This is an optimization exercise on Yosys and OpenROAD, whose aim is a short achievable clock period, not a production implementation. Function was checked by simulation only, so behaviour that the tests miss may differ from the original. Power is estimated from default activity; no workload was simulated.

// imem_loader
module imem_loader #(
  parameter int unsigned        DATA_W    = 32,
  parameter int unsigned        DEPTH     = 64,
  parameter logic [DATA_W-1:0]  HALT_WORD = DATA_W'(32'h0000007F),
  localparam int unsigned       CNT_W     = $clog2(DEPTH) + 1
) (
  input  logic              clk,
  input  logic              rst_n,
  input  logic              ld_start,
  input  logic              ld_valid,
  input  logic [DATA_W-1:0] ld_data,
  input  logic              ld_last,
  output logic              ld_ready,
  input  logic              req,
  input  logic [31:0]       pc,
  output logic              rsp_valid,
  output logic [DATA_W-1:0] inst,
  output logic              fault,
  output logic [1:0]        fault_cause,
  output logic              mem_ready,
  output logic [CNT_W-1:0]  loaded_cnt,
  output logic              ovf
);
Size: roughly 4,900 cells after synthesis, about 2,300 flip-flops, about 84,000 sq um of cells after synthesis.
==> flow/config.mk <==
export PLATFORM = sky130hd
export DESIGN_NAME = imem_loader
export DESIGN_NICKNAME = imem_loader
export VERILOG_FILES = /design/flow/design.v
export SDC_FILE = /design/flow/constraint.sdc
export NUM_CORES = 4
export LEC_CHECK = 0
export ABC_CLOCK_PERIOD_IN_PS = 1500
export CAP_MARGIN = 20
export CORE_MARGIN = 2
export CORE_UTILIZATION = 45
export CTS_CLUSTER_DIAMETER = 150
export CTS_CLUSTER_SIZE = 25
export SETUP_SLACK_MARGIN = 1.3
export SLEW_MARGIN = 20
==> flow/constraint.sdc <==
create_clock -name core_clock -period 3.0 [get_ports {clk}]
set_input_delay 0.6000 -clock core_clock [delete_from_list [all_inputs] [get_ports {clk}]]
set_output_delay 0.6000 -clock core_clock [all_outputs]
set_load 0.01 [all_outputs]
standard.sh (not shown) runs the stock make flow with config.mk's settings and CLKGATE_MAP_FILE= SYNTH_SCRIPT=/design/flow/synth_recipe.tcl, a recipe that flattens the netlist after the stock synthesis.
==> flow/flow/run.sh <==
#!/bin/bash
# Standard layout (the standard.sh, all steps), with more cells marked
# don't-use: the 4-high series stacks (or4*, nor4*, a2111o*, a2111oi*,
# o2111a*, o2111ai*) and a222oi_1 (one weak size only). They are slow on the
# read path's wide OR trees, and the timing repair cannot size them out.
# The platform's own don't-use list is kept and extended.
set -euo pipefail
cfg="$FLOW_HOME/platforms/sky130hd/config.mk"
lib="$FLOW_HOME/platforms/sky130hd/lib/sky130_fd_sc_hd__tt_025C_1v80.lib"
plat_dont_use=$(awk '/^export DONT_USE_CELLS \+= /{on=1} on{print; if ($0 !~ /\\$/) exit}' "$cfg" \
  | grep -o 'sky130_fd_sc_hd__[a-z0-9_]*' | tr '\n' ' ')
extra=$(grep -o 'cell ("*sky130_fd_sc_hd__\(or4\|nor4\|a2111o\|o2111a\|a222oi\)[a-z0-9_]*' "$lib" \
  | sed 's/cell ("*//' | sort -u | tr '\n' ' ')
{ echo "platform don't-use: $plat_dont_use"; echo "extra don't-use: $extra"; } > run.log
bash standard.sh "DONT_USE_CELLS=$plat_dont_use $extra" finish > standard.log 2>&1
Change:
Settings changed: CORE_UTILIZATION 45 to 55.
=> Routed wire length barely changes. Setup slack improved by 0.018 ns. Design area came out lower by a few percent. Global-route usage grows by 8.1 points. Power stays flat.
Change:
--- a/flow/flow/run.sh
+++ b/flow/flow/run.sh
@@ -1,5 +1,5 @@
 #!/bin/bash
 # Standard layout (the standard.sh, all steps), with more cells marked
-# don't-use: the 4-high series stacks (or4*, nor4*, a2111o*, a2111oi*,
+# don't-use: the 4-high series stacks (or4*, nor4*, a2111o*, a2111oi*, and4*, o41a*, a41o*,
 # o2111a*, o2111ai*) and a222oi_1 (one weak size only). They are slow on the
 # read path's wide OR trees, and the timing repair cannot size them out.
@@ -10,5 +10,5 @@
 plat_dont_use=$(awk '/^export DONT_USE_CELLS \+= /{on=1} on{print; if ($0 !~ /\\$/) exit}' "$cfg" \
   | grep -o 'sky130_fd_sc_hd__[a-z0-9_]*' | tr '\n' ' ')
-extra=$(grep -o 'cell ("*sky130_fd_sc_hd__\(or4\|nor4\|a2111o\|o2111a\|a222oi\)[a-z0-9_]*' "$lib" \
+extra=$(grep -o 'cell ("*sky130_fd_sc_hd__\(or4\|nor4\|a2111o\|o2111a\|a222oi\|and4\|o41a\|a41o\)[a-z0-9_]*' "$lib" \
   | sed 's/cell ("*//' | sort -u | tr '\n' ' ')
 { echo "platform don't-use: $plat_dont_use"; echo "extra don't-use: $extra"; } > run.log
Settings changed: CORE_UTILIZATION 55 to 35.
After rerunning: Fmax fell by 4.1%; core utilization went down by 24 points; setup slack gets worse by 0.093 ns; routed wire length came out higher by 1.7%; sequential cell count stays the same; via count grows by 1.8%.
Change:
==> flow/flow/run.sh (replaced) <==
#!/bin/bash
# Standard layout (the standard.sh, all steps), with more cells marked
# don't-use: the 4-high series stacks (or4*, nor4*, a2111o*, a2111oi*,
# o2111a*, o2111ai*) and a222oi_1 (one weak size only). They are slow on the
# read path's wide OR trees, and the timing repair cannot size them out.
# The platform's own don't-use list is kept and extended.
set -euo pipefail
cfg="$FLOW_HOME/platforms/sky130hd/config.mk"
lib="$FLOW_HOME/platforms/sky130hd/lib/sky130_fd_sc_hd__tt_025C_1v80.lib"
plat_dont_use=$(awk '/^export DONT_USE_CELLS \+= /{on=1} on{print; if ($0 !~ /\\$/) exit}' "$cfg" \
  | grep -o 'sky130_fd_sc_hd__[a-z0-9_]*' | tr '\n' ' ')
extra=$(grep -o 'cell ("*sky130_fd_sc_hd__\(or4\|nor4\|a2111o\|o2111a\|a222oi\)[a-z0-9_]*' "$lib" \
  | sed 's/cell ("*//' | sort -u | tr '\n' ' ')
{ echo "platform don't-use: $plat_dont_use"; echo "extra don't-use: $extra"; } > run.log
bash standard.sh "DONT_USE_CELLS=$plat_dont_use $extra" finish > standard.log 2>&1
Settings changed: CORE_UTILIZATION 35 to 55, SETUP_SLACK_MARGIN 1.3 to 1.0.
After rerunning: The new run passed the timing, DRC and antenna checks; utilization went up by 25 points; synthesized cell count came out lower by 2.2%; setup slack gets better by 0.083 ns.

==> afterwards: timing with drivers on the ports <==
No port has a modelled driver above. Below, the same layouts with a new extraction and two added sets of constraints.
Step 1 sets driving cells, clkbuf_16 on the clock port and buf_2 on the other inputs (assumed; they add their load-dependent delay and slew).
Step 2 moves the port delays by t, midway between the first and last clock arrival at a register: inputs arrive t later, outputs are due t later. That takes back most of the time a late clock gives input paths.
Three values: ideal, step 1, step 2; two values: the first two.
| run | t (ns) | setup slack, ns | hold slack, ns | worst data-port slew with drivers (ns) | pins driven straight from the clock port |
|---|---|---|---|---|---|
| the first run | 0.896 | 0.802 / 0.738 / -0.062 | 0.163 / 0.092 / 0.510 | 0.14 | 1 |
| the second run | 0.849 | 0.820 / 0.838 / -0.011 | 0.241 / 0.175 / 0.489 | 0.10 | 1 |
| the third run | 0.914 | 0.727 / 0.760 / -0.154 | 0.088 / 0.045 / 0.516 | 0.15 | 1 |
| the fourth run | 0.851 | 0.811 / 0.796 / 0.010 | 0.211 / 0.149 / 0.485 | 0.18 | 1 |
With both steps, setup timing fails in the first run, the second run and the third run, where it was met with ideal ports. The setup slack of the third run, which loses most, moves by +0.033 ns with the drivers and by -0.881 ns with both steps.
